This is an optimization exercise on Yosys and OpenROAD, whose aim is small area and a short achievable clock period, not a production implementation.
The RTL was checked by simulation tests, not by an equivalence proof against the original design.
No activity file was given, so power comes from the tool's default toggle rates.

--- config.mk ---
export PLATFORM = sky130hd
export DESIGN_NAME = psram_burst_responder
export DESIGN_NICKNAME = psram_burst_responder
export VERILOG_FILES = /design/flow/design.v
export SDC_FILE = /design/flow/constraint.sdc
export NUM_CORES = 4
export LEC_CHECK = 0
export CAP_MARGIN = 30
export CORE_MARGIN = 2
export CORE_UTILIZATION = 50
export CTS_CLUSTER_DIAMETER = 60
export CTS_CLUSTER_SIZE = 20
export SETUP_SLACK_MARGIN = 2.2
export SLEW_MARGIN = 30
export SYNTH_MEMORY_MAX_BITS = 8192
--- constraint.sdc ---
create_clock -name core_clock -period 5.0 [get_ports {clk_i}]
set_input_delay 1.0000 -clock core_clock [delete_from_list [all_inputs] [get_ports {clk_i}]]
set_output_delay 1.0000 -clock core_clock [all_outputs]
set_load 0.01 [all_outputs]
--- design.v ---
package psram_pkg;
    typedef enum logic [1:0] {
        ST_IDLE  = 2'd0,
        ST_LAT   = 2'd1,
        ST_WRITE = 2'd2,
        ST_READ  = 2'd3
    } psram_state_e;
    localparam int PSRAM_ADR_W = 23;
    localparam int PSRAM_DAT_W = 16;
    localparam int PSRAM_LATENCY_MIN = 2;
    localparam int PSRAM_LATENCY_MAX = 7;
endpackage
module psram_resp_mem
#(
    parameter int ADR_W  = 8,
    parameter int GROUPS = 8,
    parameter int LINES  = 4
) (
    input  logic                   clk_i,
    input  logic                   i_par,
    input  logic                   i_we,
    input  logic [(1<<(ADR_W-ADR_W/2))-1:0] i_hi_n,
    input  logic [LINES-1:0][(1<<(ADR_W/2))-1:0]  i_gl_n,
    input  logic [psram_pkg::PSRAM_DAT_W-1:0] i_wdat,
    output logic [psram_pkg::PSRAM_DAT_W-1:0] o_rdat
);
    localparam int LO_N  = 1 << (ADR_W / 2);
    localparam int HI_N  = 1 << (ADR_W - ADR_W / 2);
    localparam int WORDS = 1 << ADR_W;
    localparam int GW    = WORDS / GROUPS;
    localparam int LW    = WORDS / LINES;
    localparam int DW    = psram_pkg::PSRAM_DAT_W;
    logic [WORDS-1:0][DW-1:0]  r_mem;
    logic [GROUPS-1:0][DW-1:0] r_grp;
    logic [WORDS-1:0]          w_we;
    logic [HI_N-1:0]           w_hi_we_n;
    logic [WORDS-1:0]          w_sel_n;
    logic [DW-1:0]             w_x;
    logic [WORDS-1:0][DW-1:0]  w_hit;
    logic [GROUPS-1:0][DW-1:0] w_grp;
    logic [DW-1:0]             w_and;
    assign w_x = ~{DW{i_we}} | (i_wdat ^ {DW{i_par}});
    assign w_hi_we_n = i_hi_n | ~{HI_N{i_we}};
    for (genvar w = 0; w < WORDS; w++) begin : g_word
        assign w_we[w]    = ~(w_hi_we_n[w / LO_N] | i_gl_n[w / LW][w % LO_N]);
        assign w_sel_n[w] = i_hi_n[w / LO_N] | i_gl_n[w / LW][w % LO_N];
        assign w_hit[w]   = r_mem[w] | {DW{w_sel_n[w]}};
        always_ff @(posedge clk_i) begin
            r_mem[w] <= ~(({DW{w_we[w]}} | r_mem[w]) & ({DW{w_sel_n[w]}} | w_x));
        end
    end
    always_comb begin
        for (int g = 0; g < GROUPS; g++) begin
            w_grp[g] = '1;
            for (int w = g * GW; w < (g + 1) * GW; w++) begin
                w_grp[g] = w_grp[g] & w_hit[w];
            end
        end
    end
    always_ff @(posedge clk_i) begin
        r_grp <= w_grp;
    end
    always_comb begin
        w_and = '1;
        for (int g = 0; g < GROUPS; g++) begin
            w_and = w_and & r_grp[g];
        end
    end
    assign o_rdat = w_and ^ ~{DW{i_par}};
endmodule
module psram_burst_responder
#(
    parameter int ADR_W   = 8,
    parameter int LATENCY = 3
) (
    input  logic                   clk_i,
    input  logic                   rst_i,
    input  logic [psram_pkg::PSRAM_ADR_W-1:0] psram_adr,
    input  logic [psram_pkg::PSRAM_DAT_W-1:0] psram_dat_i,
    output logic [psram_pkg::PSRAM_DAT_W-1:0] psram_dat_o,
    output logic                   psram_dat_oe,
    output logic                   psram_wait,
    input  logic                   psram_ce_n,
    input  logic                   psram_adv_n,
    input  logic                   psram_we_n,
    input  logic                   psram_oe_n
);
    localparam int LO_W = ADR_W / 2;
    localparam int HI_W = ADR_W - LO_W;
    localparam int LO_N = 1 << LO_W;
    localparam int HI_N = 1 << HI_W;
    localparam int GROUPS = 8;               
    localparam int LINES  = 4;               
    localparam int GROWS  = HI_N / LINES;
    localparam logic [2:0] CNT_LOAD = 3'(LATENCY - 2);
    psram_pkg::psram_state_e           r_state;
    logic [2:0]             r_cnt;
    logic                   r_wr;
    logic [HI_N-1:0]        r_hi_n;
    logic [LO_N-1:0]        r_lo_n;
    logic [LINES-1:0][LO_N-1:0] r_gl_n;
    logic                   r_par;
    logic [psram_pkg::PSRAM_DAT_W-1:0] r_dat_o;
    logic                   r_dat_oe;
    logic                   r_wait;
    logic                   w_data_edge;
    logic                   w_load;
    logic                   w_inc;
    logic                   w_mem_we;
    logic [HI_N-1:0]        w_hi_nx;
    logic [LO_N-1:0]        w_lo_nx;
    logic [HI_N-1:0]        w_adr_hi;
    logic [LO_N-1:0]        w_adr_lo;
    logic [psram_pkg::PSRAM_DAT_W-1:0] w_rdat;
    logic                   w_adr_unused;
    assign w_adr_unused = ^psram_adr[psram_pkg::PSRAM_ADR_W-1:ADR_W];
    assign w_data_edge = ~psram_ce_n & psram_adv_n;
    assign w_load      = ~psram_ce_n & ~psram_adv_n;
    assign w_mem_we    = ~rst_i & w_data_edge & (r_state == psram_pkg::ST_WRITE);
    assign w_inc       = w_data_edge &
                         ((r_state == psram_pkg::ST_READ) | (r_state == psram_pkg::ST_WRITE) |
                          ((r_state == psram_pkg::ST_LAT) & (r_cnt <= 3'd1) & ~r_wr));
    for (genvar i = 0; i < HI_N; i++) begin : g_adr_hi
        assign w_adr_hi[i] = (psram_adr[ADR_W-1:LO_W] == HI_W'(i));
    end
    for (genvar i = 0; i < LO_N; i++) begin : g_adr_lo
        assign w_adr_lo[i] = (psram_adr[LO_W-1:0] == LO_W'(i));
    end
    always_comb begin
        if (rst_i) begin
            w_hi_nx = ~HI_N'(1);
            w_lo_nx = ~LO_N'(1);
        end else if (w_load) begin
            w_hi_nx = ~w_adr_hi;
            w_lo_nx = ~w_adr_lo;
        end else if (w_inc) begin
            w_lo_nx = {r_lo_n[LO_N-2:0], r_lo_n[LO_N-1]};
            w_hi_nx = r_lo_n[LO_N-1] ? r_hi_n : {r_hi_n[HI_N-2:0], r_hi_n[HI_N-1]};
        end else begin
            w_hi_nx = r_hi_n;
            w_lo_nx = r_lo_n;
        end
    end
    psram_resp_mem #(
        .ADR_W  (ADR_W),
        .GROUPS (GROUPS),
        .LINES  (LINES)
    ) u_mem (
        .clk_i  (clk_i),
        .i_par  (r_par),
        .i_we   (w_mem_we),
        .i_hi_n (r_hi_n),
        .i_gl_n (r_gl_n),
        .i_wdat (psram_dat_i),
        .o_rdat (w_rdat)
    );
    always_ff @(posedge clk_i) begin
        r_par <= ~r_par;
    end
    always_ff @(posedge clk_i) begin
        r_hi_n <= w_hi_nx;
        r_lo_n <= w_lo_nx;
        for (int g = 0; g < LINES; g++) begin
            r_gl_n[g] <= w_lo_nx | {LO_N{&w_hi_nx[g*GROWS +: GROWS]}};
        end
        r_dat_o <= w_rdat;
    end
    always_ff @(posedge clk_i) begin
        if (rst_i) begin
            r_state  <= psram_pkg::ST_IDLE;
            r_cnt    <= '0;
            r_wr     <= 1'b0;
            r_dat_oe <= 1'b0;
            r_wait   <= 1'b0;
        end else if (psram_ce_n) begin
            r_state  <= psram_pkg::ST_IDLE;
            r_wait   <= 1'b0;
            r_dat_oe <= 1'b0;
        end else if (!psram_adv_n) begin
            r_state  <= psram_pkg::ST_LAT;
            r_wr     <= ~psram_we_n;
            r_cnt    <= CNT_LOAD;
            r_wait   <= 1'b1;
            r_dat_oe <= 1'b0;
        end else begin
            unique case (r_state)
                psram_pkg::ST_IDLE: begin
                end
                psram_pkg::ST_LAT: begin
                    if (r_cnt != 3'd0) begin
                        r_cnt <= r_cnt - 3'd1;
                    end else if (r_wr) begin
                        r_state <= psram_pkg::ST_WRITE;
                        r_wait  <= 1'b0;
                    end else begin
                        r_state  <= psram_pkg::ST_READ;
                        r_wait   <= 1'b0;
                        r_dat_oe <= ~psram_oe_n;
                    end
                end
                psram_pkg::ST_WRITE: begin
                end
                psram_pkg::ST_READ: begin
                    r_dat_oe <= ~psram_oe_n;
                end
                default: begin
                    r_state <= psram_pkg::ST_IDLE;
                end
            endcase
        end
    end
    assign psram_dat_o  = r_dat_o;
    assign psram_dat_oe = r_dat_oe;
    assign psram_wait   = r_wait;
endmodule
--- run.sh ---
#!/bin/bash
# synth_recipe.tcl (not shown) runs the flow's synth.tcl, then flattens the netlist and writes it again
# the make line also repeats each setting of config.mk as NAME=value (left out here)
make -C /OpenROAD-flow-scripts/flow DESIGN_CONFIG=/design/flow/config.mk WORK_HOME=/design/flow/orfs CLKGATE_MAP_FILE= SYNTH_SCRIPT=/design/flow/synth_recipe.tcl finish
==> flow_summary.yaml, run 1 <==
status:
  outcome: "timing/DRC/antenna clean"
detailed_routing:
  routed_via_density: 7.40
  drc: 0
  avgRoutedWirePerCell_um: 34.3
  drt_iter0_markers: 21200
  drtAntennaViolNets: 0
  dr.pass1.iters: 9
  drt-total-wl_mm: 615
  vias: 133000
synth:
  synth_xor_area_frac: 0.00204
  synthMuxAreaShare: 0.00123
  synthDistinctLibCells: 69
  synth.yosys.seq_area_share: 0.596
  synth.area.top_cells: "dfxtp_1, o22ai_1, clkbuf_1"
  synth_flop_cell: "dfxtp_1"
  synth_edf_count: 0
  yosysTopAreaCell: "dfxtp_1"
  synth_top_family_by_area: "compound AO/OA/AOI/OAI gates"
  yosysTopAreaCellShare: 0.596
  synth_simple_gate_area_frac: 0.0704
  ys_ff_latch: 4345
  synth_nets: 14400
  syn_area_per_cell_um2: 10.2
  synthAdderAreaFrac: 0.000257
  syn_area_um2: 146000
  synthArstFlopShare: 0
  ys_warn_count: 2
  synthCells: 14400
  synth_compound_area_frac: 0.278
timing:
  setup_slack_ps: 1950
  setup_viol: 0
  fmax_mhz: 328
  fin_crit_ps: 3050
  min_period_over_period: 0.610
  max-slew-margin-rel: 0.221
  fin_skew_ps: 37.5
  hold_violations: 0
  fin_tns_setup_ps: 0
  tightest_slew_ps: 1170
  rsz0062_at_grt: "true"
  slew_violations: 0
  fin_hold_ws_ps: 433
critical_path:
  arrival_ps: 3940
  cp_top_family: "simple AND/OR/NAND/NOR gates"
  path_cells: "or2_4, buf_4, o22a_1, o21ai_0, or4_1, nor3_4, buf_4"
  cpPeakStageDelay_ps: 690
  startpoint_type: "flop"
  critPathKind: "flop to flop"
  cp_slowest_cell: "or4_1"
  worstPathRequired_ps: 5890
  cp.buffers_inverters: 2
  end_kind: "flop"
  cp_common_cell: "buf_4"
  crit_fanout: 16
grt:
  grt_pass1_wl_mm: 872
  grt_antenna_before_repair: 42
  grt_pass1_vias: 124000
  grtUsageTotal: 0.395
  grt_max_degree: 150
  overflow: 0
clock_tree:
  cts_buffers: 292
  clkTransAtPathRegs_ps: 80
  cts_tree: "built"
  htreeDepth: 5
  clock_path_buffers: 4
  clock_sinks: 4345
  clockRootBuffer: "clkbuf_16"
  clkLatencyLatePin_ps: 950
  postCtsHoldBufs: 0
pwr:
  p_per_area_nw_per_um2: 445
  power_leakage_nw: 58.5
  net-switching-power_mw: 20.5
  p_clk_frac: 0.343
  p_total_mw: 73.1
  swShare: 0.280
  comb_power_share: 0.111
  p_int_mw: 52.6
  ir_drop_uv: 363
  seqPwrFrac: 0.546
placed_design:
  numPortBuffers: 47
  pre_cts_ws_ps: 760
  dp.cells: 17100
  dp_hpwl_mm: 371
  place_area_um2: 149000
  place_congestion: 0.928
final_layout:
  finalNonFillerCells: 17900
  area.growth.synth_to_final_pct: 12.5
  postLayoutCellArea_um2: 164000
  num-nets-final: 13900
  final_cell_mix: "o22ai_1, dfxtp_1, nor2_1, buf_4, clkbuf_16"
  drive_above_1_share: 0.145
  finish.utilization: 0.565
  mostFrequentLayoutCell: "o22ai_1"
die:
  die_w_um: 544
  num_rows: 198
  fp.coreArea_um2: 291000
  die_height_um: 544
  dieArea_um2: 296000
  io_pins: 63
  initial_core_util: 0.502
worst_hold_path:
  hold_path.class: "flop to flop"
job:
  drv_cap: 0
[power groups by stage]
stage	clock, mW	sequential [mW]	combinational (mW)
detailed placement	0	40.6	7.52
floorplan	0	39.7	4.96
global placement	0	40.5	7.31
CTS	25.0	39.8	7.70
global route	26.3	40.2	8.43
finish	25.1	39.9	8.15
[path summary, 6_finish.rpt]
path,from,slack [ps],depth (start not counted),end
worst min-delay path,u_mem.r_mem[3387],430,1,u_mem.r_mem[3387]
worst max-delay path,r_hi_n[14],1950,7,u_mem.r_grp[118]
worst max register to register,r_hi_n[14],1950,7,u_mem.r_grp[118]
worst min register to register,u_mem.r_mem[3387],430,1,u_mem.r_mem[3387]
[state kept, by name, summed over array words and instances, names as in the netlist, 2 cells and up]
register,flops
r_dat_o,16
r_cnt,3
u_mem.r_mem,4096
u_mem.r_grp,128
r_gl_n,64
r_state,2
r_hi_n,16
r_lo_n,16
[final cells by class]
cell class                 count  area (um^2)
antenna                       30         75.1
clock buffer                 343         7920
clock inverter               112         1340
fill                       24600       127000
inverter                      36          143
multi-input combinational   8241        52600
sequential                  4345        87200
tap                         3900         4880
timing repair buffer         932        10100
[cell usage after synthesis (all sizes together), types with 3 or more instances]
cell type  instances
a211oi             4
a21oi            111
a221o             16
a221oi            10
a31oi             57
and2               4
buf              557
clkbuf          1196
dfxtp           4345
ha                 3
inv               34
mux2i             18
nand2            119
nand2b             5
nand3             26
nand4             42
nor2             883
nor2b              8
nor3             192
nor3b              3
nor4             194
o2111ai            5
o211ai            19
o21ai             50
o221ai            65
o22a              99
o22ai           5928
o31ai              4
o41ai             17
or2              249
or4               48
xnor2             34
[timing repair]
action                     4_1_cts  5_1_grt
setup endpoints to repair     3039      892
gates cloned                     3        2
buffers inserted               236       81
resized for setup              245       91
pin swaps                      118       48
[layer usage]
| layer | vias up | wire, um | global-route usage |
|---|---|---|---|
| met2 | 10500 | 261000 | 0.583 |
| met1 | 65100 | 236000 | 0.524 |
| li1 | 55000 | - | - |
| met5 | - | 159 | 0 |
| met4 | 26 | 41200 | 0.233 |
| met3 | 2130 | 77000 | 0.0954 |
[logic make-up after synthesis]
group	Yosys count
buf+inv	1789
simple gates	1779
xor+xnor	34
compound gates	6402
fa+ha+maj	3
mux	18
flops	4345
[worst register-to-register path, cell delays in order (launching register included)]
cell and delay, ps:
dfxtp_4 630, or2_4 420, buf_4 270, o22a_1 270, o21ai_0 140, or4_1 690
nor3_4 380, buf_4 190
==> run 2: changes to the inputs <==
--- a/config.mk
+++ b/config.mk
@@ -11,5 +11,5 @@
 export CTS_CLUSTER_DIAMETER = 60
 export CTS_CLUSTER_SIZE = 20
-export SETUP_SLACK_MARGIN = 2.2
+export SETUP_SLACK_MARGIN = 1.2
 export SLEW_MARGIN = 30
 export SYNTH_MEMORY_MAX_BITS = 8192
==> run 2 against run 1 <==
Critical path depth is 1 higher. Combinational power is 3.7% lower. Clock skew is 1.6 ps lower. Via count is 1.4% lower. Clock-buffer cell count stayed put. Sequential share of layout area is 1.8 points higher. Register-to-register slack worse by 940 ps. Utilization is 2.0 points lower. Sequential power hardly changed. Largest cell class unchanged. Highest routed layer unchanged.
==> flow_summary.yaml, run 2 <==
synth:
  synth.yosys.seq_area_share: 0.596
  synth_flop_cell: "dfxtp_1"
  synth_most_common_cell: "o22ai_1"
  synthCells: 14400
  synth_nets: 14400
  synth_commonest_cells: "o22ai_1, dfxtp_1, clkbuf_1"
  syn_area_per_cell_um2: 10.2
  yosysTopAreaCell: "dfxtp_1"
  ys_warn_count: 2
  synthDistinctLibCells: 69
  synth_edf_count: 0
  synthArstFlopShare: 0
  syn_area_um2: 146000
  ys_ff_latch: 4345
  yosysTopAreaCellShare: 0.596
  synth.area.top_cells: "dfxtp_1, o22ai_1, clkbuf_1"
critical_path:
  worst_r2r_endpoint: "u_mem.r_grp[104]"
  arrival_ps: 4880
  critPathKind: "flop to flop"
  ff2ff_path_depth: 8
  startpoint_type: "flop"
  worstPathRequired_ps: 5890
  rr_startpoint: "r_gl_n[50]"
  end_kind: "flop"
  r2r_slack_ps: 1010
  crit_fanout: 18
grt:
  use_met2: 0.575
  grt.met1_usage: 0.519
  grt_util_met3: 0.0947
  grt_max_degree: 150
  top_usage_layer: "met2"
  overflow: 0
  grtUsageTotal: 0.390
  grt_antenna_before_repair: 45
  grt_pass1_vias: 122000
  grt_pass1_wl_mm: 863
placed_design:
  place_congestion: 0.928
  numPortBuffers: 47
  dp_hpwl_mm: 371
  pre_cts_ws_ps: 760
  place_area_um2: 149000
clock_tree:
  clock_path_buffers: 4
  clkLatencyLatePin_ps: 970
  clock_sinks: 4345
  htreeDepth: 5
  cts_tree: "built"
  post_cts_buffers: 0
  clockRootBuffer: "clkbuf_16"
  clkTransAtPathRegs_ps: 80
  cts_buffers: 292
pwr:
  p_per_area_nw_per_um2: 460
  ir_drop_uv: 351
  power_leakage_nw: 56.3
die:
  die_w_um: 544
  fp.coreArea_um2: 291000
  dieArea_um2: 296000
  num_rows: 198
  io_pins: 63
  die_height_um: 544
  initial_core_util: 0.502
status:
  outcome: "timing/DRC/antenna clean"
detailed_routing:
  vias: 131000
  routed_via_density: 7.43
  drt-total-wl_mm: 606
  avgRoutedWirePerCell_um: 34.4
  drt_iter0_markers: 20500
  drtAntennaViolNets: 0
  drc: 0
  dr.pass1.iters: 8
final_layout:
  finish.utilization: 0.545
  final_cell_mix: "o22ai_1, dfxtp_1, nor2_1, buf_4, clkbuf_16"
  drive_above_1_share: 0.118
  area.growth.synth_to_final_pct: 8.49
  nFillCells: 25300
  largestRegisters: "u_mem.r_mem (4096), u_mem.r_grp (128), r_gl_n (64)"
  num-nets-final: 13600
  postLayoutCellArea_um2: 158000
  largest_register_ffs: 4096
  largest_register: "u_mem.r_mem"
  mostFrequentLayoutCell: "o22ai_1"
  seq_area_um2: 87100
  multi_input_area_um2: 51600
timing:
  hold_violations: 0
  setup_slack_ps: 1010
  tightest_slew_ps: 1210
  fin_tns_setup_ps: 0
  fin_skew_ps: 35.9
  setup_viol: 0
  rsz0062_at_grt: "false"
  fin_hold_ws_ps: 431
  slew_violations: 0
  fin_crit_ps: 3990
  max-slew-margin-rel: 0.183
  fmax_mhz: 250
  min_period_over_period: 0.799
worst_hold_path:
  hold_end: "u_mem.r_mem[1003]"
  holdPathStages: 1
  worstHoldStart: "u_mem.r_mem[1003]"
  hold_path.class: "flop to flop"
job:
  drv_cap: 0
## run 2: final cells by class
type | instances | share of cell area
diodes | 24 | 0.000379
well taps | 3900 | 0.0308
clock inverters | 112 | 0.00844
clock buffers | 343 | 0.0500
flip-flops and latches | 4345 | 0.550
multi-input cells | 8236 | 0.326
inverters | 36 | 0.000853
repair buffers | 615 | 0.0342
## run 2: per-layer routing
metal,vias up,wire (um),part of all wire
met5,-,184,0.00030
met3,2012,75400,0.12
met4,26,40800,0.067
met1,64400,233000,0.38
met2,10100,257000,0.42
li1,54400,-,-
## run 2: power breakdown
group,switching (mW),total (mW),leakage (nW),internal (mW)
Clock,12.8,25.0,4.55,12.2
Sequential,2.18,40.0,38.5,37.8
Combinational,5.32,7.85,13.3,2.53
Total,20.3,72.8,56.3,52.5
## run 2: through the flow
| stage | cells | power, mW |
|---|---|---|
| floorplan | 14400 | 44.7 |
| global placement | 17100 | 47.8 |
| detailed placement | 17100 | 48.1 |
| CTS | 17600 | 72.3 |
| global route | 17600 | 74.7 |
| finish | 17600 | 72.8 |
## run 2: how the worst max path moves through the flow
stage,from,end,cells past startpoint
floorplan,psram_ce_n,r_gl_n[39],8
global placement,psram_ce_n,u_mem.r_mem[3512],8
detailed placement,psram_ce_n,u_mem.r_mem[3518],8
CTS,r_gl_n[50],u_mem.r_grp[104],8
global route,r_hi_n[0],u_mem.r_grp[4],8
finish,r_gl_n[50],u_mem.r_grp[104],8
## run 2: worst max-delay path: stages, from the launching register on
cell	delay [ps]
dfxtp_2	650
buf_4	410
buf_4	350
or2_2	550
o22ai_1	170
nor3_1	210
o221ai_1	290
nor4_1	1000
buf_4	280
## run 2: cells by family (layout without fill, tap and decap cells)
| group | after synthesis | after routing | share of synthesized area |
|---|---|---|---|
| compound gates | 6402 | 6402 | 0.278 |
| xor+xnor | 34 | 34 | 0.00204 |
| fa+ha+maj | 3 | 3 | 0.000257 |
| buf+inv | 1789 | 1106 | 0.0528 |
| flops | 4345 | 4345 | 0.596 |
| mux | 18 | 18 | 0.00123 |
| other cells | 0 | 24 | 0 |
| simple gates | 1779 | 1779 | 0.0704 |
## run 2: repair_timing
item / 4_1_cts / 5_1_grt
gates resized for setup: 1 / 0
hold buffers: 0 / 0
endpoints found under the setup margin: 1 / 0
==> run 3: changes to the inputs <==
--- a/config.mk
+++ b/config.mk
@@ -11,5 +11,5 @@
 export CTS_CLUSTER_DIAMETER = 60
 export CTS_CLUSTER_SIZE = 20
-export SETUP_SLACK_MARGIN = 1.2
+export SETUP_SLACK_MARGIN = 2.6
 export SLEW_MARGIN = 30
 export SYNTH_MEMORY_MAX_BITS = 8192
==> run 3 against run 2 <==
Flip-flop and latch count unchanged. Largest power group unchanged. Register-to-register slack improved by 1300 ps. Utilization increased by 5.0 points. Worst hold slack improved by 3.5 ps. Via count increased by 5.4%. Sequential share of layout area decreased by 4.5 points. Still clean on timing, DRC and antenna. Largest cell class unchanged.
==> flow_summary.yaml, run 3 <==
final_layout:
  finalNonFillerCells: 18500
  largestRegisters: "u_mem.r_mem (4096), u_mem.r_grp (128), r_gl_n (64)"
  final_cell_mix: "o22ai_1, dfxtp_1, buf_4, nor2_1, buf_12"
  num-nets-final: 14500
  area.growth.synth_to_final_pct: 18.4
  largest_register: "u_mem.r_mem"
  nFillCells: 23900
  mostFrequentLayoutCell: "o22ai_1"
  drive_above_1_share: 0.191
  largest_register_ffs: 4096
critical_path:
  critPathKind: "flop to flop"
  cp-endpoint: "u_mem.r_grp[110]"
  arrival_ps: 3520
  rr_startpoint: "r_gl_n[50]"
  worst_r2r_endpoint: "u_mem.r_grp[110]"
  end_kind: "flop"
  cp_slowest_cell: "o41ai_1"
  crit_fanout: 26
  path_cells: "buf_12, o22ai_1, o41ai_1, nand3_2, nor2_1"
  cp-startpoint: "r_gl_n[50]"
  startpoint_type: "flop"
  r2r_slack_ps: 2340
  ff2ff_path_depth: 5
  cpPeakStageDelay_ps: 800
  worstPathRequired_ps: 5860
timing:
  tightest_slew_ps: 1120
  fin_skew_ps: 39.0
  fin_tns_setup_ps: 0
  hold_violations: 0
  max-slew-margin-rel: 0.255
  slew_violations: 0
  fin_hold_ws_ps: 434
  min_period_over_period: 0.532
  fmax_mhz: 376
  rsz0062_at_grt: "true"
  fin_crit_ps: 2660
  setup_viol: 0
detailed_routing:
  dr_wl_met2_mm: 277
  met3RoutedLength_mm: 93.9
  dr.pass1.iters: 10
  routed_via_density: 7.47
  drc: 0
  vias: 138000
  dr.max_layer_used: "met5"
  drt_iter0_markers: 24600
  drtAntennaViolNets: 0
  avgRoutedWirePerCell_um: 36.0
  drt-total-wl_mm: 665
  met1_length_mm: 241
worst_hold_path:
  hold_path.class: "flop to flop"
  worstHoldStart: "u_mem.r_mem[3494]"
clock_tree:
  clockRootBuffer: "clkbuf_16"
  cts_tree: "built"
  clock_sinks: 4345
  cts_buffers: 282
  clkLatencyLatePin_ps: 960
  htreeDepth: 5
  clock_path_buffers: 4
  clkTransAtPathRegs_ps: 80
pwr:
  ir_drop_uv: 386
  p_per_area_nw_per_um2: 426
  power_leakage_nw: 62.6
placed_design:
  dp.cells: 17100
  dp_hpwl_mm: 373
  numPortBuffers: 47
  place_congestion: 0.945
die:
  initial_core_util: 0.502
  num_rows: 198
  io_pins: 63
  dieArea_um2: 296000
  fp.coreArea_um2: 291000
  die_height_um: 544
  die_w_um: 544
synth:
  synth_nets: 14400
  ys_warn_count: 2
  synth_commonest_cells: "o22ai_1, dfxtp_1, clkbuf_1"
  syn_area_per_cell_um2: 10.2
  yosysTopAreaCell: "dfxtp_1"
  ys_ff_latch: 4345
  synth_most_common_cell: "o22ai_1"
  synth.area.top_cells: "dfxtp_1, o22ai_1, clkbuf_1"
  synth_flop_cell: "dfxtp_1"
  synth_edf_count: 0
  syn_area_um2: 146000
  synthArstFlopShare: 0
  synthCells: 14400
  yosysTopAreaCellShare: 0.596
  synth.yosys.seq_area_share: 0.596
  synthDistinctLibCells: 69
grt:
  grt_max_degree: 129
  grt_antenna_before_repair: 66
  grt_pass1_vias: 127000
  grtUsageTotal: 0.420
  overflow: 0
  grt_pass1_wl_mm: 918
job:
  drv_cap: 0
status:
  outcome: "timing/DRC/antenna clean"
==> run 3: cell counts after synthesis <==
Identical to the previous run, type by type.
==> run 3: logic make-up (layout without fill, tap and decap cells) <==
logic type,count (synthesis),count (layout),share of synthesized area
AO/OA/AOI/OAI,6402,6402,0.278
AND/OR/NAND/NOR,1779,1828,0.0704
multiplexers,18,18,0.00123
other,0,31,0
flip-flops,4345,4345,0.596
XOR/XNOR,34,34,0.00204
adder cells (fa/ha/maj),3,3,0.000257
buffers and inverters,1789,1930,0.0528
==> run 3: repair_timing <==
item / CTS / global route
gates cloned: 51 / 26
pin swaps: 241 / 130
endpoints found under the setup margin: 4320 / 2294
endpoints found under the hold margin: 0 / 0
gates resized for setup: 643 / 227
hold buffers: 0 / 0
setup buffers: 660 / 207
==> run 3: layout make-up <==
class,count,area (um^2),area share
clock inverter,89,1020,0.00588
tap,3900,4880,0.0282
multi-input combinational,8285,54300,0.314
timing repair buffer,1474,17500,0.101
clock buffer,331,7650,0.0443
sequential,4345,87300,0.505
antenna,31,77.6,0.000449
inverter,36,143,0.000825
==> run 3: report_power, final <==
group | total [mW] | internal (mW) | leakage, nW | switching, mW
clock | 24.2 | 11.5 | 4.24 | 12.7
combinational | 9.61 | 3.30 | 19.9 | 6.31
sequential | 39.8 | 37.8 | 38.5 | 2.00
total | 73.6 | 52.6 | 62.6 | 21.0
==> run 3: worst max-delay path, delay by kind of cell (launching register included) <==
family	cells	cell delay, ps
AOI/OAI and AO/OA	2	910
buffers and inverters	1	290
and+or+nand+nor	2	780
DFF	1	540
==> run 3: worst min path at each step <==
stage | endpoint | slack, ps | cells after the start
5_1_grt | u_mem.r_mem[1784] | 440 | 1
2_1_floorplan | u_mem.r_mem[1254] | 410 | 1
3_3_place_gp | u_mem.r_mem[3242] | 410 | 1
4_1_cts | u_mem.r_mem[3242] | 430 | 1
6_report | u_mem.r_mem[3494] | 430 | 1
3_5_place_dp | u_mem.r_mem[659] | 420 | 1
==> run 3: through the flow <==
step	area, um^2	setup slack (ps)	util	power [mW]
finish	173000	2340	0.594	73.6
floorplan	147000	2500	-	44.7
detailed placement	149000	923	0.512	48.1
global placement	149000	1000	0.512	47.8
CTS	169000	2400	0.581	72.4
global route	173000	2410	0.594	75.2
==> run 3: layer usage <==
metal | vias to the layer above | GRT usage
met5 | - | 0
met4 | 56 | 0.289
met3 | 2707 | 0.121
met2 | 12000 | 0.608
met1 | 67200 | 0.540
li1 | 56200 | -
==> run 4: changes to the inputs <==
--- a/design.v
+++ b/design.v
@@ -14,5 +14,5 @@
 #(
     parameter int ADR_W  = 8,
-    parameter int GROUPS = 8,
+    parameter int GROUPS = 16,
     parameter int LINES  = 4
 ) (
@@ -90,5 +90,5 @@
     localparam int LO_N = 1 << LO_W;
     localparam int HI_N = 1 << HI_W;
-    localparam int GROUPS = 8;               
+    localparam int GROUPS = 16;              
     localparam int LINES  = 4;               
     localparam int GROWS  = HI_N / LINES;
--- a/config.mk
+++ b/config.mk
@@ -11,5 +11,5 @@
 export CTS_CLUSTER_DIAMETER = 60
 export CTS_CLUSTER_SIZE = 20
-export SETUP_SLACK_MARGIN = 2.6
+export SETUP_SLACK_MARGIN = 2.5
 export SLEW_MARGIN = 30
 export SYNTH_MEMORY_MAX_BITS = 8192
==> run 4 against run 3 <==
Register-to-register slack gained 50 ps. Clock power is 5% higher. Flip-flop and latch count is 128 higher. Wire length is 14% lower. Power up 0.30%. Largest power group unchanged. Sequential power barely moved. Final cell count fell by 4.1%. Clock-buffer cell count rose by 19. Worst hold slack better by 0.71 ps.
==> flow_summary.yaml, run 4 <==
detailed_routing:
  routed_via_density: 7.24
  drtAntennaViolNets: 0
  drt-total-wl_mm: 574
  vias: 128000
  dr.pass1.iters: 8
  avgRoutedWirePerCell_um: 32.4
  drt_iter0_markers: 18400
  drc: 0
timing:
  fin_tns_setup_ps: 0
  setup_viol: 0
  rsz0062_at_grt: "true"
  hold_violations: 0
  slew_violations: 0
  fin_skew_ps: 35.9
  min_period_over_period: 0.535
  fmax_mhz: 374
  fin_crit_ps: 2680
  max-slew-margin-rel: 0.209
  tightest_slew_ps: 1170
critical_path:
  arrival_ps: 3520
  ff2ff_path_depth: 5
  worstPathRequired_ps: 5850
  cp_slowest_cell: "clkdlybuf4s50_1"
  critPathKind: "input port to flop"
  cp_top_family: "buffers and inverters"
  worst_r2r_endpoint: "u_mem.r_grp[34]"
  path_cells: "clkdlybuf4s50_1, buf_12, nand2_1, nor3b_4, buf_12, buf_12, nand2_8, buf_12, o22ai_1"
  rr_startpoint: "r_gl_n[6]"
  cp_common_cell: "buf_12"
  startpoint_type: "input port"
  cpPeakStageDelay_ps: 510
  cp.buffers_inverters: 5
  crit_fanout: 82
  end_kind: "flop"
  r2r_slack_ps: 2390
synth:
  synth_edf_count: 0
  synth_most_common_cell: "o22ai_1"
  synth.yosys.seq_area_share: 0.608
  synthCells: 14300
  synthArstFlopShare: 0
  synth_nets: 14400
  ys_warn_count: 2
  ys_ff_latch: 4473
  yosysTopAreaCell: "dfxtp_1"
  synthDistinctLibCells: 64
  syn_area_per_cell_um2: 10.3
  syn_area_um2: 147000
  yosysTopAreaCellShare: 0.608
  synth_flop_cell: "dfxtp_1"
  synth.area.top_cells: "dfxtp_1, o22ai_1, buf_2"
  synth_commonest_cells: "o22ai_1, dfxtp_1, clkbuf_1"
grt:
  grtUsageTotal: 0.352
  grt_pass1_wl_mm: 802
  overflow: 0
  grt_pass1_vias: 118000
  grt_max_degree: 157
  grt_antenna_before_repair: 34
final_layout:
  num-nets-final: 13700
  largest_register: "u_mem.r_mem"
  nFillCells: 25100
  drive_above_1_share: 0.134
  multi_input_area_um2: 53000
  mostFrequentLayoutCell: "o22ai_1"
  seq_area_um2: 89700
  largest_register_ffs: 4096
  final_cell_mix: "o22ai_1, dfxtp_1, nor2_1, buf_4, clkbuf_16"
  largestRegisters: "u_mem.r_mem (4096), u_mem.r_grp (256), r_gl_n (64)"
  area.growth.synth_to_final_pct: 11.7
die:
  initial_core_util: 0.502
  io_pins: 63
  fp.coreArea_um2: 293000
  die_height_um: 547
  die_w_um: 547
  dieArea_um2: 299000
  num_rows: 199
clock_tree:
  clock_sinks: 4473
  cts_buffers: 295
  clockRootBuffer: "clkbuf_16"
  clock_path_buffers: 4
  htreeDepth: 5
  cts_tree: "built"
  clkTransAtPathRegs_ps: 80
  clkLatencyLatePin_ps: 950
  postCtsHoldBufs: 0
pwr:
  comb_power_share: 0.111
  net-switching-power_mw: 20.8
  ir_drop_uv: 366
  seqPwrFrac: 0.543
  p_clk_frac: 0.346
  swShare: 0.281
  p_per_area_nw_per_um2: 449
  p_total_mw: 73.8
  p_int_mw: 53.1
  power_leakage_nw: 59.2
worst_hold_path:
  hold_end: "u_mem.r_mem[3553]"
  hold_path.class: "flop to flop"
  holdPathStages: 1
  worstHoldStart: "u_mem.r_mem[3553]"
status:
  outcome: "timing/DRC/antenna clean"
placed_design:
  dp_hpwl_mm: 347
  numPortBuffers: 47
  place_congestion: 0.922
job:
  drv_cap: 0
[run 4: cell types whose count changed after synthesis, moves of 95 or more]
| cell | before | now |
|---|---|---|
| o21ai_0 | 49 | 229 |
| a21oi_1 | 111 | 16 |
| o22ai_1 | 5928 | 5702 |
| nor2_1 | 642 | 792 |
| o22a_1 | 99 | 224 |
| nor2_4 | 237 | 1 |
| dfxtp_1 | 4345 | 4473 |
| buf_2 | 175 | 698 |
| buf_4 | 174 | 36 |
| clkbuf_1 | 1188 | 914 |
| nor3_1 | 190 | 5 |
| buf_1 | 194 | 91 |
| o221ai_1 | 63 | 237 |
[run 4: cells by family after synthesis]
family,Yosys count,synth area share
AND/OR/NAND/NOR,1505,0.0504
XOR/XNOR,34,0.00202
buffers and inverters,1795,0.0531
flip-flops,4473,0.608
adder cells (fa/ha/maj),3,0.000255
AO/OA/AOI/OAI,6518,0.285
multiplexers,15,0.00102
[run 4: repair_timing]
item	4_1_cts	5_1_grt
setup endpoints to repair	4212	1841
setup buffers	37	23
pin swaps	14	24
gates resized for setup	625	250
gates cloned	18	42
[run 4: worst reg2reg max path: stages (launching register included)]
cell	delay, ps
dfxtp_1	530
buf_4	460
or2_4	460
o22a_1	230
o221ai_1	240
nor4_1	520
[run 4: area by class of cell]
cell class	count	area share
timing repair buffer	715	0.0433
antenna	20	0.000305
tap	3919	0.0298
sequential	4473	0.546
clock inverter	108	0.00854
inverter	40	0.000914
multi-input combinational	8104	0.322
clock buffer	350	0.0489
[run 4: through the flow]
stage	util	hold slack, ps	std cells	worst slack (ps)	cell area, um^2
after floorplan	-	412	14300	2480	147000
after global placement	0.511	417	17100	763	150000
after detailed placement	0.512	427	17100	880	150000
after CTS	0.554	437	17600	2420	162000
after global routing	0.560	441	17700	2370	164000
final	0.560	435	17700	2320	164000
[run 4: routing by layer]
metal	track usage	wire (um)
met1	0.477	229000
met2	0.525	247000
met3	0.0717	61900
met4	0.194	36700
met5	0	173
[run 4: worst max-delay path by stage]
stage	from	to	slack (ps)	depth (start not counted)
after floorplan	psram_ce_n	r_gl_n[21]	2480	7
after global placement	psram_ce_n	u_mem.r_mem[3610]	760	7
after detailed placement	psram_ce_n	u_mem.r_mem[2980]	880	8
after CTS	r_hi_n[12]	u_mem.r_grp[201]	2420	7
after global routing	psram_adv_n	u_mem.r_mem[742]	2370	9
final	psram_adv_n	u_mem.r_mem[1477]	2320	9
[run 4: power by group through the flow]
stage          registers, mW  clock network [mW]  logic, mW
2_1_floorplan           39.9                   0       4.76
3_3_place_gp            40.7                   0       7.17
3_5_place_dp            40.8                   0       7.34
4_1_cts                 40.0                25.6       7.68
5_1_grt                 40.3                26.9       8.52
6_report                40.1                25.5       8.22
==> run 5: changes to the inputs <==
--- a/design.v
+++ b/design.v
@@ -22,5 +22,5 @@
     input  logic [(1<<(ADR_W-ADR_W/2))-1:0] i_hi_n,
     input  logic [LINES-1:0][(1<<(ADR_W/2))-1:0]  i_gl_n,
-    input  logic [psram_pkg::PSRAM_DAT_W-1:0] i_wdat,
+    input  logic [psram_pkg::PSRAM_DAT_W-1:0] i_wx,
     output logic [psram_pkg::PSRAM_DAT_W-1:0] o_rdat
 );
@@ -36,9 +36,7 @@
     logic [HI_N-1:0]           w_hi_we_n;
     logic [WORDS-1:0]          w_sel_n;
-    logic [DW-1:0]             w_x;
     logic [WORDS-1:0][DW-1:0]  w_hit;
     logic [GROUPS-1:0][DW-1:0] w_grp;
     logic [DW-1:0]             w_and;
-    assign w_x = ~{DW{i_we}} | (i_wdat ^ {DW{i_par}});
     assign w_hi_we_n = i_hi_n | ~{HI_N{i_we}};
     for (genvar w = 0; w < WORDS; w++) begin : g_word
@@ -47,5 +45,5 @@
         assign w_hit[w]   = r_mem[w] | {DW{w_sel_n[w]}};
         always_ff @(posedge clk_i) begin
-            r_mem[w] <= ~(({DW{w_we[w]}} | r_mem[w]) & ({DW{w_sel_n[w]}} | w_x));
+            r_mem[w] <= ~(({DW{w_we[w]}} | r_mem[w]) & ({DW{w_sel_n[w]}} | i_wx));
         end
     end
@@ -101,4 +99,6 @@
     logic [LINES-1:0][LO_N-1:0] r_gl_n;
     logic                   r_par;
+    logic                   r_wen;
+    logic [psram_pkg::PSRAM_DAT_W-1:0] r_wx;
     logic [psram_pkg::PSRAM_DAT_W-1:0] r_dat_o;
     logic                   r_dat_oe;
@@ -118,7 +118,8 @@
     assign w_load      = ~psram_ce_n & ~psram_adv_n;
     assign w_mem_we    = ~rst_i & w_data_edge & (r_state == psram_pkg::ST_WRITE);
-    assign w_inc       = w_data_edge &
-                         ((r_state == psram_pkg::ST_READ) | (r_state == psram_pkg::ST_WRITE) |
-                          ((r_state == psram_pkg::ST_LAT) & (r_cnt <= 3'd1) & ~r_wr));
+    assign w_inc       = r_wen |
+                         (w_data_edge &
+                          ((r_state == psram_pkg::ST_READ) |
+                           ((r_state == psram_pkg::ST_LAT) & (r_cnt <= 3'd1) & ~r_wr)));
     for (genvar i = 0; i < HI_N; i++) begin : g_adr_hi
         assign w_adr_hi[i] = (psram_adr[ADR_W-1:LO_W] == HI_W'(i));
@@ -149,12 +150,17 @@
         .clk_i  (clk_i),
         .i_par  (r_par),
-        .i_we   (w_mem_we),
+        .i_we   (r_wen),
         .i_hi_n (r_hi_n),
         .i_gl_n (r_gl_n),
-        .i_wdat (psram_dat_i),
+        .i_wx   (r_wx),
         .o_rdat (w_rdat)
     );
     always_ff @(posedge clk_i) begin
         r_par <= ~r_par;
+    end
+    always_ff @(posedge clk_i) begin
+        r_wen <= w_mem_we;
+        r_wx  <= w_mem_we ? (psram_dat_i ^ ~{psram_pkg::PSRAM_DAT_W{r_par}})
+                          : '1;
     end
     always_ff @(posedge clk_i) begin
--- a/config.mk
+++ b/config.mk
@@ -11,5 +11,5 @@
 export CTS_CLUSTER_DIAMETER = 60
 export CTS_CLUSTER_SIZE = 20
-export SETUP_SLACK_MARGIN = 2.5
+export SETUP_SLACK_MARGIN = 2.6
 export SLEW_MARGIN = 30
 export SYNTH_MEMORY_MAX_BITS = 8192
==> run 5 against run 4 <==
Wire length up 0.26%. Clock skew increased by 23 ps. Fmax grew 3.8%. Clock-buffer cell count decreased by 7. Critical path type is now flop to flop. Flip-flop and latch count rose by 17. Synthesized cell count fell by 0.47%. Largest power group unchanged. Combinational power rose by 5.4%.
==> flow_summary.yaml, run 5 <==
timing:
  min_period_over_period: 0.515
  fmax_mhz: 388
  tightest_slew_ps: 1140
  setup_viol: 0
  max-slew-margin-rel: 0.232
  fin_skew_ps: 59.2
  fin_tns_setup_ps: 0
  rsz0062_at_grt: "true"
  slew_violations: 0
  fin_crit_ps: 2580
  hold_violations: 0
synth:
  synth_flop_cell: "dfxtp_1"
  synthCells: 14300
  synth_edf_count: 0
  syn_area_per_cell_um2: 10.2
  yosysTopAreaCellShare: 0.616
  ys_ff_latch: 4490
  ys_warn_count: 2
  synth.yosys.seq_area_share: 0.616
  synth.area.top_cells: "dfxtp_1, o22ai_1, clkbuf_1"
  syn_area_um2: 146000
  synthArstFlopShare: 0
  synth_commonest_cells: "o22ai_1, dfxtp_1, clkbuf_1"
  synthDistinctLibCells: 61
  synth_most_common_cell: "o22ai_1"
  yosysTopAreaCell: "dfxtp_1"
  synth_nets: 14300
critical_path:
  path_cells: "buf_4, inv_1, o21ai_0, nand2_1, nor4_1"
  cp.buffers_inverters: 2
  worstPathRequired_ps: 5740
  startpoint_type: "flop"
  cpPeakStageDelay_ps: 570
  end_kind: "flop"
  arrival_ps: 3320
  crit_fanout: 25
  cp_slowest_cell: "dfxtp_4"
  cp_top_family: "simple AND/OR/NAND/NOR gates"
  critPathKind: "flop to flop"
final_layout:
  mostFrequentLayoutCell: "o22ai_1"
  nFillCells: 24800
  largestRegisters: "u_mem.r_mem (4096), u_mem.r_grp (256), r_gl_n (64)"
  largest_register_ffs: 4096
  area.growth.synth_to_final_pct: 10.8
  multi_input_area_um2: 52000
  final_cell_mix: "o22ai_1, dfxtp_1, nor2_1, buf_4, clkbuf_16"
  seq_area_um2: 90200
  num-nets-final: 13500
  largest_register: "u_mem.r_mem"
  drive_above_1_share: 0.122
detailed_routing:
  dr.pass1.iters: 8
  drc: 0
  drt-total-wl_mm: 576
  avgRoutedWirePerCell_um: 32.9
  drtAntennaViolNets: 0
  drt_iter0_markers: 18700
  vias: 128000
  routed_via_density: 7.33
placed_design:
  place_congestion: 0.927
  dp_hpwl_mm: 335
  numPortBuffers: 47
clock_tree:
  clock_sinks: 4490
  htreeDepth: 5
  clockRootBuffer: "clkbuf_16"
  clkTransAtPathRegs_ps: 80
  cts_buffers: 298
  clkLatencyLatePin_ps: 940
  clock_path_buffers: 4
  cts_tree: "built"
  postCtsHoldBufs: 0
pwr:
  p_total_mw: 73.3
  comb_power_share: 0.118
  swShare: 0.278
  p_int_mw: 52.9
  p_per_area_nw_per_um2: 453
  seqPwrFrac: 0.532
  p_clk_frac: 0.350
  net-switching-power_mw: 20.4
  ir_drop_uv: 310
  power_leakage_nw: 62.4
die:
  die_w_um: 544
  dieArea_um2: 296000
  io_pins: 63
  fp.coreArea_um2: 291000
  num_rows: 198
  initial_core_util: 0.502
  die_height_um: 544
grt:
  grtUsageTotal: 0.361
  overflow: 0
  grt_pass1_wl_mm: 808
  grt_max_degree: 129
  grt_pass1_vias: 119000
  grt_antenna_before_repair: 33
job:
  drv_cap: 0
status:
  outcome: "timing/DRC/antenna clean"
worst_hold_path:
  hold_path.class: "flop to flop"
run 5: power groups by stage:
stage	combinational, mW	sequential, mW	clock [mW]
6_report	8.66	39.0	25.6
5_1_grt	8.93	39.1	27.1
4_1_cts	7.94	38.9	25.7
3_5_place_dp	7.48	39.7	0
3_3_place_gp	7.29	39.6	0
2_1_floorplan	4.86	39.2	0
run 5: cell type report:
class | count | share of cell area
Antenna cell | 7 | 0.000108
Clock buffer | 343 | 0.0491
Clock inverter | 115 | 0.00927
Inverter | 25 | 0.000743
Multi-Input combinational cell | 8105 | 0.322
Sequential cell | 4490 | 0.558
Tap cell | 3900 | 0.0302
Timing Repair Buffer | 531 | 0.0312
run 5: worst reg2reg max path: stages, from the launching register on:
cell	delay, ps
dfxtp_4	570
buf_4	270
inv_1	420
o21ai_0	420
nand2_1	210
nor4_1	480
run 5: path summary, 6_finish.rpt:
check	from	to	slack (ps)	depth (start not counted)
setup / recovery	r_hi_n[0]	u_mem.r_grp[2]	2420	5
hold / removal	u_mem.r_mem[3454]	u_mem.r_mem[3454]	430	1
setup reg to reg	r_hi_n[0]	u_mem.r_grp[2]	2420	5
hold reg to reg	u_mem.r_mem[3454]	u_mem.r_mem[3454]	430	1
run 5: stage by stage:
stage	area, um^2	hold WS [ps]	util	std cells	setup slack (ps)
final	162000	433	0.556	17500	2420
after global routing	162000	445	0.556	17500	2530
after CTS	160000	437	0.551	17400	2410
after detailed placement	149000	427	0.512	16900	1090
after global placement	148000	417	0.511	16900	1130
after floorplan	146000	412	-	14300	2600
run 5: repair_timing:
item | CTS | global route
pin swaps | 23 | 49
gates cloned | 39 | 46
buffers inserted | 30 | 51
gates resized for setup | 508 | 154
setup endpoints to repair | 2728 | 596
run 5: logic make-up (layout without fill, tap and decap cells):
kind of cell,count (synthesis),in the layout,synth area share
other,0,7,0
xor gates and xnor gates,35,35,0.00210
muxes,17,17,0.00117
adders and majority gates,3,3,0.000257
buffers and inverters,1764,1014,0.0466
and+or+nand+nor,1548,1630,0.0523
AOI/OAI and AO/OA,6419,6420,0.281
DFF,4490,4490,0.616
run 5: metal layers:
layer  track usage  part of all wire  vias to the layer above  wire (um)
li1              -                 -                    54300          -
met5             0           0.00043                        -        246
met4         0.215             0.065                       34      37700
met1         0.481              0.39                    63600     225000
met3        0.0763              0.11                     1708      64100
met2         0.538              0.43                     8835     248000
==> run 6: changes to the inputs <==
--- a/config.mk
+++ b/config.mk
@@ -8,5 +8,5 @@
 export CAP_MARGIN = 30
 export CORE_MARGIN = 2
-export CORE_UTILIZATION = 50
+export CORE_UTILIZATION = 60
 export CTS_CLUSTER_DIAMETER = 60
 export CTS_CLUSTER_SIZE = 20
==> run 6 against run 5 <==
Still clean on timing, DRC and antenna. Final cell count down 4.7%. Power decreased by 3.3%. Register-to-register slack better by 80 ps. Worst hold slack lost 4.9 ps. Clock power is 8.6% lower. Flip-flop and latch count unchanged. Die area down 17%. Wire length decreased by 4.1%. Fmax is 3.2% higher.
==> flow_summary.yaml, run 6 <==
final_layout:
  postLayoutCellArea_um2: 159000
  largest_register: "u_mem.r_mem"
  num-nets-final: 13400
  largest_register_ffs: 4096
  final_cell_mix: "o22ai_1, dfxtp_1, nor2_1, buf_4, clkbuf_16"
  drive_above_1_share: 0.110
  mostFrequentLayoutCell: "o22ai_1"
  area.growth.synth_to_final_pct: 8.80
  largestRegisters: "u_mem.r_mem (4096), u_mem.r_grp (256), r_gl_n (64)"
clock_tree:
  clockRootBuffer: "clkbuf_16"
  clkLatencyLatePin_ps: 980
  clock_sinks: 4490
  htreeDepth: 5
  clock_path_buffers: 4
  cts_buffers: 284
  clkTransAtPathRegs_ps: 80
  postCtsHoldBufs: 0
  cts_tree: "built"
synth:
  synth_nets: 14300
  yosysTopAreaCell: "dfxtp_1"
  ys_warn_count: 2
  synth_edf_count: 0
  synth.yosys.seq_area_share: 0.616
  synth_most_common_cell: "o22ai_1"
  synthDistinctLibCells: 61
  synth_commonest_cells: "o22ai_1, dfxtp_1, clkbuf_1"
  synthCells: 14300
  yosysTopAreaCellShare: 0.616
  synthArstFlopShare: 0
  syn_area_um2: 146000
  syn_area_per_cell_um2: 10.2
  ys_ff_latch: 4490
  synth_flop_cell: "dfxtp_1"
  synth.area.top_cells: "dfxtp_1, o22ai_1, clkbuf_1"
placed_design:
  place_area_um2: 148000
  dp_hpwl_mm: 324
  numPortBuffers: 47
  place_congestion: 0.920
critical_path:
  cp.buffers_inverters: 3
  crit_fanout: 51
  cpPeakStageDelay_ps: 710
  cp_top_family: "buffers and inverters"
  arrival_ps: 3280
  r2r_slack_ps: 2500
  end_kind: "flop"
  startpoint_type: "flop"
  critPathKind: "flop to flop"
  worst_r2r_endpoint: "u_mem.r_mem[812]"
  cp_slowest_cell: "nor2_1"
  ff2ff_path_depth: 5
  worstPathRequired_ps: 5780
  path_cells: "inv_8, buf_16, nor2_1, buf_4, o22ai_1"
  rr_startpoint: "r_wen"
timing:
  fin_crit_ps: 2500
  min_period_over_period: 0.500
  slew_violations: 0
  fin_tns_setup_ps: 0
  fin_skew_ps: 58.6
  rsz0062_at_grt: "true"
  fmax_mhz: 400
  setup_viol: 0
  max-slew-margin-rel: 0.0802
  tightest_slew_ps: 1380
  hold_violations: 0
worst_hold_path:
  hold_end: "r_dat_oe"
  holdPathStages: 2
  worstHoldStart: "rst_i"
  hold_path.class: "input port to flop"
detailed_routing:
  avgRoutedWirePerCell_um: 33.1
  drt_iter0_markers: 19400
  vias: 128000
  routed_via_density: 7.64
  drtAntennaViolNets: 0
  dr.pass1.iters: 8
  drt-total-wl_mm: 552
  drc: 0
die:
  die_height_um: 497
  fp.coreArea_um2: 243000
  die_w_um: 497
  dieArea_um2: 247000
  io_pins: 63
  initial_core_util: 0.602
  num_rows: 181
pwr:
  power_leakage_nw: 61.5
  p_per_area_nw_per_um2: 446
  ir_drop_uv: 384
grt:
  grt_pass1_wl_mm: 786
  grt_antenna_before_repair: 38
  overflow: 0
  grt_pass1_vias: 118000
  grt_max_degree: 167
  grtUsageTotal: 0.416
status:
  outcome: "timing/DRC/antenna clean"
job:
  drv_cap: 0
[run 6: cell counts after synthesis]
Identical to the previous run, type by type.
[run 6: kinds of logic (layout without fill, tap and decap cells)]
logic type / Yosys count / after routing / share of synthesized area
xor+xnor: 35 / 35 / 0.00210
fa+ha+maj: 3 / 3 / 0.000257
simple gates: 1548 / 1609 / 0.0523
compound gates: 6419 / 6420 / 0.281
buf+inv: 1764 / 895 / 0.0466
flops: 4490 / 4490 / 0.616
other cells: 0 / 26 / 0
mux: 17 / 17 / 0.00117
[run 6: cell type report]
cell class / instances / area [um^2]
Fill cell: 19000 / 83800
Sequential cell: 4490 / 90100
Clock buffer: 326 / 7590
Tap cell: 3202 / 4010
Clock inverter: 37 / 523
Timing Repair Buffer: 507 / 4800
Multi-Input combinational cell: 8084 / 51500
Antenna cell: 26 / 65.1
Inverter: 25 / 101
[run 6: where the power goes]
| group | switching [mW] | internal [mW] | leakage [nW] | total (mW) |
|---|---|---|---|---|
| Clock | 12.1 | 11.3 | 3.97 | 23.4 |
| Combinational | 5.90 | 2.62 | 19.7 | 8.52 |
| Sequential | 1.28 | 37.7 | 37.8 | 39.0 |
[run 6: worst max-delay path by stage]
stage                            from               end  cells past startpoint
after floorplan            psram_ce_n        r_gl_n[33]                      6
after global placement    psram_adv_n        r_gl_n[27]                      7
after detailed placement  psram_adv_n        r_gl_n[27]                      7
after CTS                  r_hi_n[12]  u_mem.r_grp[203]                      5
after global routing       r_hi_n[12]  u_mem.r_grp[195]                      6
final                           r_wen  u_mem.r_mem[812]                      5
[run 6: metal layers]
metal / routed length (um) / global-route usage
met3: 62800 / 0.0876
met5: 152 / 0
met2: 236000 / 0.612
met1: 218000 / 0.568
met4: 35000 / 0.238
[run 6: what timing repair did]
action                                  in CTS  in global routing
pin swaps                                   24                 35
hold endpoints to repair                     0                  0
cloned                                      32                 33
endpoints found under the setup margin    2402                611
buffers inserted                            14                 34
gates resized for setup                    443                141
[run 6: through the flow]
| step | power [mW] | util | worst slack (ps) | hold WS (ps) | cells |
|---|---|---|---|---|---|
| after detailed placement | 47.2 | 0.609 | 1290 | 427 | 16200 |
| after floorplan | 44.1 | - | 2600 | 412 | 14300 |
| final | 70.9 | 0.654 | 2500 | 428 | 16700 |
| after CTS | 70.1 | 0.649 | 2410 | 386 | 16600 |
| after global placement | 46.9 | 0.608 | 1320 | 417 | 16200 |
| after global routing | 72.5 | 0.654 | 2500 | 433 | 16700 |
==> run 7: changes to the inputs <==
--- a/config.mk
+++ b/config.mk
@@ -8,5 +8,5 @@
 export CAP_MARGIN = 30
 export CORE_MARGIN = 2
-export CORE_UTILIZATION = 60
+export CORE_UTILIZATION = 70
 export CTS_CLUSTER_DIAMETER = 60
 export CTS_CLUSTER_SIZE = 20
==> run 7 against run 6 <==
Flip-flop and latch count is the same. Power shrank 1.9%. Wire length shrank 1.7%. Still clean. Final cell count shrank 2.5%. Non-clock buffer count grew 32. Critical path type unchanged. Via count grew 3.2%. Sequential share of layout area grew 0.48 points. Utilization grew 11 points. Clock power shrank 5%. Fmax shrank 3.0%.
==> flow_summary.yaml, run 7 <==
pwr:
  ir_drop_uv: 454
  power_leakage_nw: 61.3
  p_total_mw: 69.5
  p_per_area_nw_per_um2: 442
die:
  die_w_um: 461
  dieArea_um2: 212000
  io_pins: 63
  die_height_um: 461
  fp.coreArea_um2: 207000
  num_rows: 167
  initial_core_util: 0.705
timing:
  fin_hold_ws_ps: 436
  max-slew-margin-rel: 0.197
  setup_viol: 0
  min_period_over_period: 0.515
  setup_slack_ps: 2420
  hold_violations: 0
  tightest_slew_ps: 1200
  slew_violations: 0
  fin_skew_ps: 35.6
  fin_tns_setup_ps: 0
  fin_crit_ps: 2580
  rsz0062_at_grt: "true"
  fmax_mhz: 388
synth:
  ys_ff_latch: 4490
  synth_flop_cell: "dfxtp_1"
  ys_warn_count: 2
  synth.area.top_cells: "dfxtp_1, o22ai_1, clkbuf_1"
  synth_edf_count: 0
  synthDistinctLibCells: 61
  syn_area_per_cell_um2: 10.2
  yosysTopAreaCell: "dfxtp_1"
  synth_most_common_cell: "o22ai_1"
  synthCells: 14300
  synthArstFlopShare: 0
  synth_nets: 14300
  synth_commonest_cells: "o22ai_1, dfxtp_1, clkbuf_1"
  yosysTopAreaCellShare: 0.616
  synth.yosys.seq_area_share: 0.616
  syn_area_um2: 146000
critical_path:
  critPathKind: "flop to flop"
  ff2ff_path_depth: 6
  arrival_ps: 3380
  cpPeakStageDelay_ps: 540
  crit_fanout: 30
  path_cells: "buf_4, or2_4, o22ai_1, nor2_1, o21ai_0, nor4_1"
  cp-endpoint: "u_mem.r_grp[58]"
  cp_top_family: "simple AND/OR/NAND/NOR gates"
  crit_cells: 6
  startpoint_type: "flop"
  worst_r2r_endpoint: "u_mem.r_grp[58]"
  cp.buffers_inverters: 1
  worstPathRequired_ps: 5800
  cp_slowest_cell: "nor4_1"
  cp-startpoint: "r_gl_n[4]"
  end_kind: "flop"
  rr_startpoint: "r_gl_n[4]"
  r2r_slack_ps: 2420
clock_tree:
  clockRootBuffer: "clkbuf_16"
  clkLatencyLatePin_ps: 970
  clkTransAtPathRegs_ps: 80
  htreeDepth: 5
  cts_buffers: 277
  clock_sinks: 4490
  clock_path_buffers: 4
  cts_tree: "built"
detailed_routing:
  drc: 0
  drtAntennaViolNets: 0
  vias: 132000
  avgRoutedWirePerCell_um: 33.3
  drt-total-wl_mm: 543
  dr.pass1.iters: 9
  routed_via_density: 8.08
  drt_iter0_markers: 23200
final_layout:
  postLayoutCellArea_um2: 157000
  final_cell_mix: "o22ai_1, dfxtp_1, nor2_1, buf_4, clkbuf_16"
  finish.utilization: 0.760
  largest_register: "u_mem.r_mem"
  num-nets-final: 13500
  largestRegisters: "u_mem.r_mem (4096), u_mem.r_grp (256), r_gl_n (64)"
  area.growth.synth_to_final_pct: 7.91
  mostFrequentLayoutCell: "o22ai_1"
  drive_above_1_share: 0.108
  largest_register_ffs: 4096
  finalNonFillerCells: 16300
grt:
  grt_pass1_wl_mm: 768
  grt_max_degree: 151
  overflow: 0
  grtUsageTotal: 0.474
  grt_pass1_vias: 121000
  grt_antenna_before_repair: 43
placed_design:
  place_area_um2: 147000
  numPortBuffers: 47
  dp_hpwl_mm: 315
  place_congestion: 0.949
  dp.cells: 15800
  pre_cts_ws_ps: 1280
worst_hold_path:
  hold_path.class: "flop to flop"
status:
  outcome: "timing/DRC/antenna clean"
job:
  drv_cap: 0
## run 7: final cells by class
cell class | instances | area (um^2)
Fill cell | 14200 | 49600
Antenna cell | 29 | 72.6
Tap cell | 2788 | 3490
Sequential cell | 4490 | 90100
Clock inverter | 12 | 164
Inverter | 25 | 110
Clock buffer | 308 | 7250
Multi-Input combinational cell | 8094 | 51400
Timing Repair Buffer | 539 | 4830
## run 7: worst min path at each step
stage	endpoint	startpoint	slack (ps)	cells after the start
floorplan	u_mem.r_mem[1002]	u_mem.r_mem[1002]	410	1
global placement	u_mem.r_mem[2856]	u_mem.r_mem[2856]	420	1
detailed placement	u_mem.r_mem[3859]	u_mem.r_mem[3859]	430	1
CTS	u_mem.r_mem[3799]	u_mem.r_mem[3799]	440	1
global route	u_mem.r_mem[1259]	u_mem.r_mem[1259]	440	1
finish	u_mem.r_mem[1964]	u_mem.r_mem[1964]	440	1
## run 7: repair_timing
item                                    in CTS  in global routing
pin swaps                                   17                 40
setup buffers                               14                 72
gates resized for setup                    452                161
cloned                                      25                 48
endpoints found under the setup margin    2524                925
hold buffers                                 0                  0
## run 7: power breakdown
| part | internal [mW] | total [mW] | switching [mW] |
|---|---|---|---|
| Combinational | 2.58 | 8.32 | 5.74 |
| Sequential | 37.7 | 39.0 | 1.37 |
| Clock | 10.4 | 22.2 | 11.7 |
| Total | 50.7 | 69.5 | 18.8 |
## run 7: kinds of logic after synthesis
| group | count (synthesis) | share of synthesized area |
|---|---|---|
| XOR/XNOR | 35 | 0.00210 |
| AND/OR/NAND/NOR | 1548 | 0.0523 |
| adder cells (fa/ha/maj) | 3 | 0.000257 |
| multiplexers | 17 | 0.00117 |
| buffers and inverters | 1764 | 0.0466 |
| flip-flops | 4490 | 0.616 |
| AO/OA/AOI/OAI | 6419 | 0.281 |
## run 7: routing by layer
| metal | part of all wire | GRT usage | up-vias |
|---|---|---|---|
| met5 | 0.00072 | 0 | - |
| li1 | - | - | 54000 |
| met2 | 0.42 | 0.683 | 11800 |
| met3 | 0.14 | 0.136 | 2623 |
| met1 | 0.36 | 0.613 | 63100 |
| met4 | 0.083 | 0.336 | 34 |
==> run 8: changes to the inputs <==
--- a/config.mk
+++ b/config.mk
@@ -8,7 +8,7 @@
 export CAP_MARGIN = 30
 export CORE_MARGIN = 2
-export CORE_UTILIZATION = 70
-export CTS_CLUSTER_DIAMETER = 60
-export CTS_CLUSTER_SIZE = 20
+export CORE_UTILIZATION = 60
+export CTS_CLUSTER_DIAMETER = 70
+export CTS_CLUSTER_SIZE = 25
 export SETUP_SLACK_MARGIN = 2.6
 export SLEW_MARGIN = 30
==> run 8 against run 7 <==
Still clean. Via count fell by 3.3%. Worst hold slack improved by 3.1 ps. Register-to-register slack improved by 20 ps. Largest cell class unchanged. Highest routed layer unchanged.
==> flow_summary.yaml, run 8 <==
worst_hold_path:
  hold_path.class: "flop to flop"
  holdPathStages: 1
  worstHoldStart: "u_mem.r_mem[1289]"
  hold_end: "u_mem.r_mem[1289]"
timing:
  fin_tns_setup_ps: 0
  slew_violations: 0
  fin_skew_ps: 46.9
  min_period_over_period: 0.512
  rsz0062_at_grt: "true"
  tightest_slew_ps: 1400
  fin_crit_ps: 2560
  setup_viol: 0
  max-slew-margin-rel: 0.0665
  hold_violations: 0
  fmax_mhz: 391
detailed_routing:
  vias: 127000
  avgRoutedWirePerCell_um: 33.0
  drc: 0
  drt-total-wl_mm: 549
  drt_iter0_markers: 18400
  drtAntennaViolNets: 0
  routed_via_density: 7.64
  dr.pass1.iters: 8
synth:
  yosysTopAreaCellShare: 0.616
  synth.area.top_cells: "dfxtp_1, o22ai_1, clkbuf_1"
  synthDistinctLibCells: 61
  synthArstFlopShare: 0
  synth.yosys.seq_area_share: 0.616
  ys_ff_latch: 4490
  ys_warn_count: 2
  synth_edf_count: 0
  synth_nets: 14300
  syn_area_um2: 146000
  synthCells: 14300
  synth_most_common_cell: "o22ai_1"
  yosysTopAreaCell: "dfxtp_1"
  synth_flop_cell: "dfxtp_1"
  syn_area_per_cell_um2: 10.2
  synth_commonest_cells: "o22ai_1, dfxtp_1, clkbuf_1"
pwr:
  ir_drop_uv: 384
  p_int_mw: 48.5
  p_per_area_nw_per_um2: 428
  p_clk_frac: 0.292
  swShare: 0.278
  power_leakage_nw: 60.6
  comb_power_share: 0.128
  seqPwrFrac: 0.581
  p_total_mw: 67.1
  net-switching-power_mw: 18.6
grt:
  overflow: 0
  grt_pass1_wl_mm: 781
  grtUsageTotal: 0.413
  grt_max_degree: 167
  grt_antenna_before_repair: 35
  grt_pass1_vias: 117000
final_layout:
  area.growth.synth_to_final_pct: 7.43
  largestRegisters: "u_mem.r_mem (4096), u_mem.r_grp (256), r_gl_n (64)"
  drive_above_1_share: 0.106
  largest_register: "u_mem.r_mem"
  largest_register_ffs: 4096
  final_cell_mix: "o22ai_1, dfxtp_1, nor2_1, buf_4, clkbuf_16"
  postLayoutCellArea_um2: 157000
  num-nets-final: 13400
  mostFrequentLayoutCell: "o22ai_1"
critical_path:
  r2r_slack_ps: 2440
  cp_top_family: "simple AND/OR/NAND/NOR gates"
  worstPathRequired_ps: 5760
  rr_startpoint: "u_mem.r_grp[243]"
  crit_cells: 3
  ff2ff_path_depth: 3
  path_cells: "nand4_1, nor4_1, xnor2_1"
  cp.buffers_inverters: 0
  crit_fanout: 2
  worst_r2r_endpoint: "r_dat_o[3]"
  arrival_ps: 3320
  critPathKind: "flop to flop"
  cp_slowest_cell: "nand4_1"
  cpPeakStageDelay_ps: 960
  startpoint_type: "flop"
  end_kind: "flop"
placed_design:
  place_area_um2: 148000
  dp_hpwl_mm: 324
  place_congestion: 0.920
  numPortBuffers: 47
die:
  initial_core_util: 0.602
  io_pins: 63
  die_w_um: 497
  dieArea_um2: 247000
  num_rows: 181
  fp.coreArea_um2: 243000
  die_height_um: 497
clock_tree:
  clkTransAtPathRegs_ps: 90
  clock_sinks: 4490
  cts_buffers: 207
  cts_tree: "built"
  clock_path_buffers: 3
  clkLatencyLatePin_ps: 910
  htreeDepth: 4
  clockRootBuffer: "clkbuf_16"
status:
  outcome: "timing/DRC/antenna clean"
job:
  drv_cap: 0
run 8: changes by cell type in the layout (fill, tap and decap cells not counted), sizes merged:
| cell | previous run | this run |
|---|---|---|
| buf | 511 | 504 |
| bufinv | 3 | 2 |
| clkbuf | 308 | 247 |
| clkinv | 3 | 15 |
| clkinvlp | 1 | 6 |
| diode | 29 | 16 |
| dlygate4sd2 | 0 | 2 |
| dlymetal6s2s | 2 | 0 |
| inv | 30 | 42 |
| or2 | 327 | 322 |
| or4b | 2 | 1 |
run 8: how the worst max path moves through the flow:
stage	startpoint	end
floorplan	psram_ce_n	r_gl_n[33]
global placement	psram_adv_n	r_gl_n[27]
detailed placement	psram_adv_n	r_gl_n[27]
CTS	r_dat_o[15]	psram_dat_o[15]
global route	r_gl_n[62]	u_mem.r_grp[234]
finish	u_mem.r_grp[243]	r_dat_o[3]
run 8: power by group through the flow:
stage / sequential (mW) / combinational [mW] / clock [mW]
5_1_grt: 39.1 / 8.86 / 20.8
6_report: 39.0 / 8.57 / 19.6
2_1_floorplan: 39.2 / 4.86 / 0
3_3_place_gp: 39.6 / 7.32 / 0
4_1_cts: 38.9 / 7.89 / 19.6
3_5_place_dp: 39.7 / 7.48 / 0
run 8: kinds of logic after synthesis:
family	count (synthesis)	synth area share
AO/OA/AOI/OAI	6419	0.281
XOR/XNOR	35	0.00210
adder cells (fa/ha/maj)	3	0.000257
buffers and inverters	1764	0.0466
flip-flops	4490	0.616
multiplexers	17	0.00117
AND/OR/NAND/NOR	1548	0.0523
run 8: layer usage:
metal,GRT usage,vias up,wire [um]
met3,0.0854,1522,63100
met4,0.224,18,33100
li1,-,53900,-
met2,0.612,8771,236000
met5,0,-,118
met1,0.567,63000,217000
run 8: repair_timing:
item	CTS	global route
gates resized for setup	427	136
buffers inserted	16	57
pin swaps	23	38
hold buffers	0	0
setup endpoints to repair	2362	474
cloned	34	34
run 8: area by class of cell:
type                            instances  area, um^2
Inverter                               25         101
Fill cell                           19200       85800
Tap cell                             3202        4010
Timing Repair Buffer                  532        4960
Antenna cell                           16        40.0
Multi-Input combinational cell       8088       51500
Clock inverter                         40         384
Sequential cell                      4490       90100
Clock buffer                          247        5630
run 8: through the flow:
stage / utilization / hold WS (ps) / worst slack, ps / cells
floorplan: - / 412 / 2600 / 14300
CTS: 0.640 / 440 / 2460 / 16500
global placement: 0.608 / 417 / 1320 / 16200
global route: 0.646 / 446 / 2430 / 16600
detailed placement: 0.609 / 427 / 1290 / 16200
finish: 0.646 / 439 / 2440 / 16600
run 8: worst register-to-register path, stage by stage, from the launching register on:
cell and delay [ps]:
dfxtp_1 500, nand4_1 960, nor4_1 660, xnor2_1 300

Setup slack of run 8, layout unchanged: 2.440 ns with ideal ports, 2.440 ns with driving cells assumed (clock clkbuf_16, inputs buf_2), 1.660 ns with port delays also shifted by the 1.003 ns mid clock arrival.
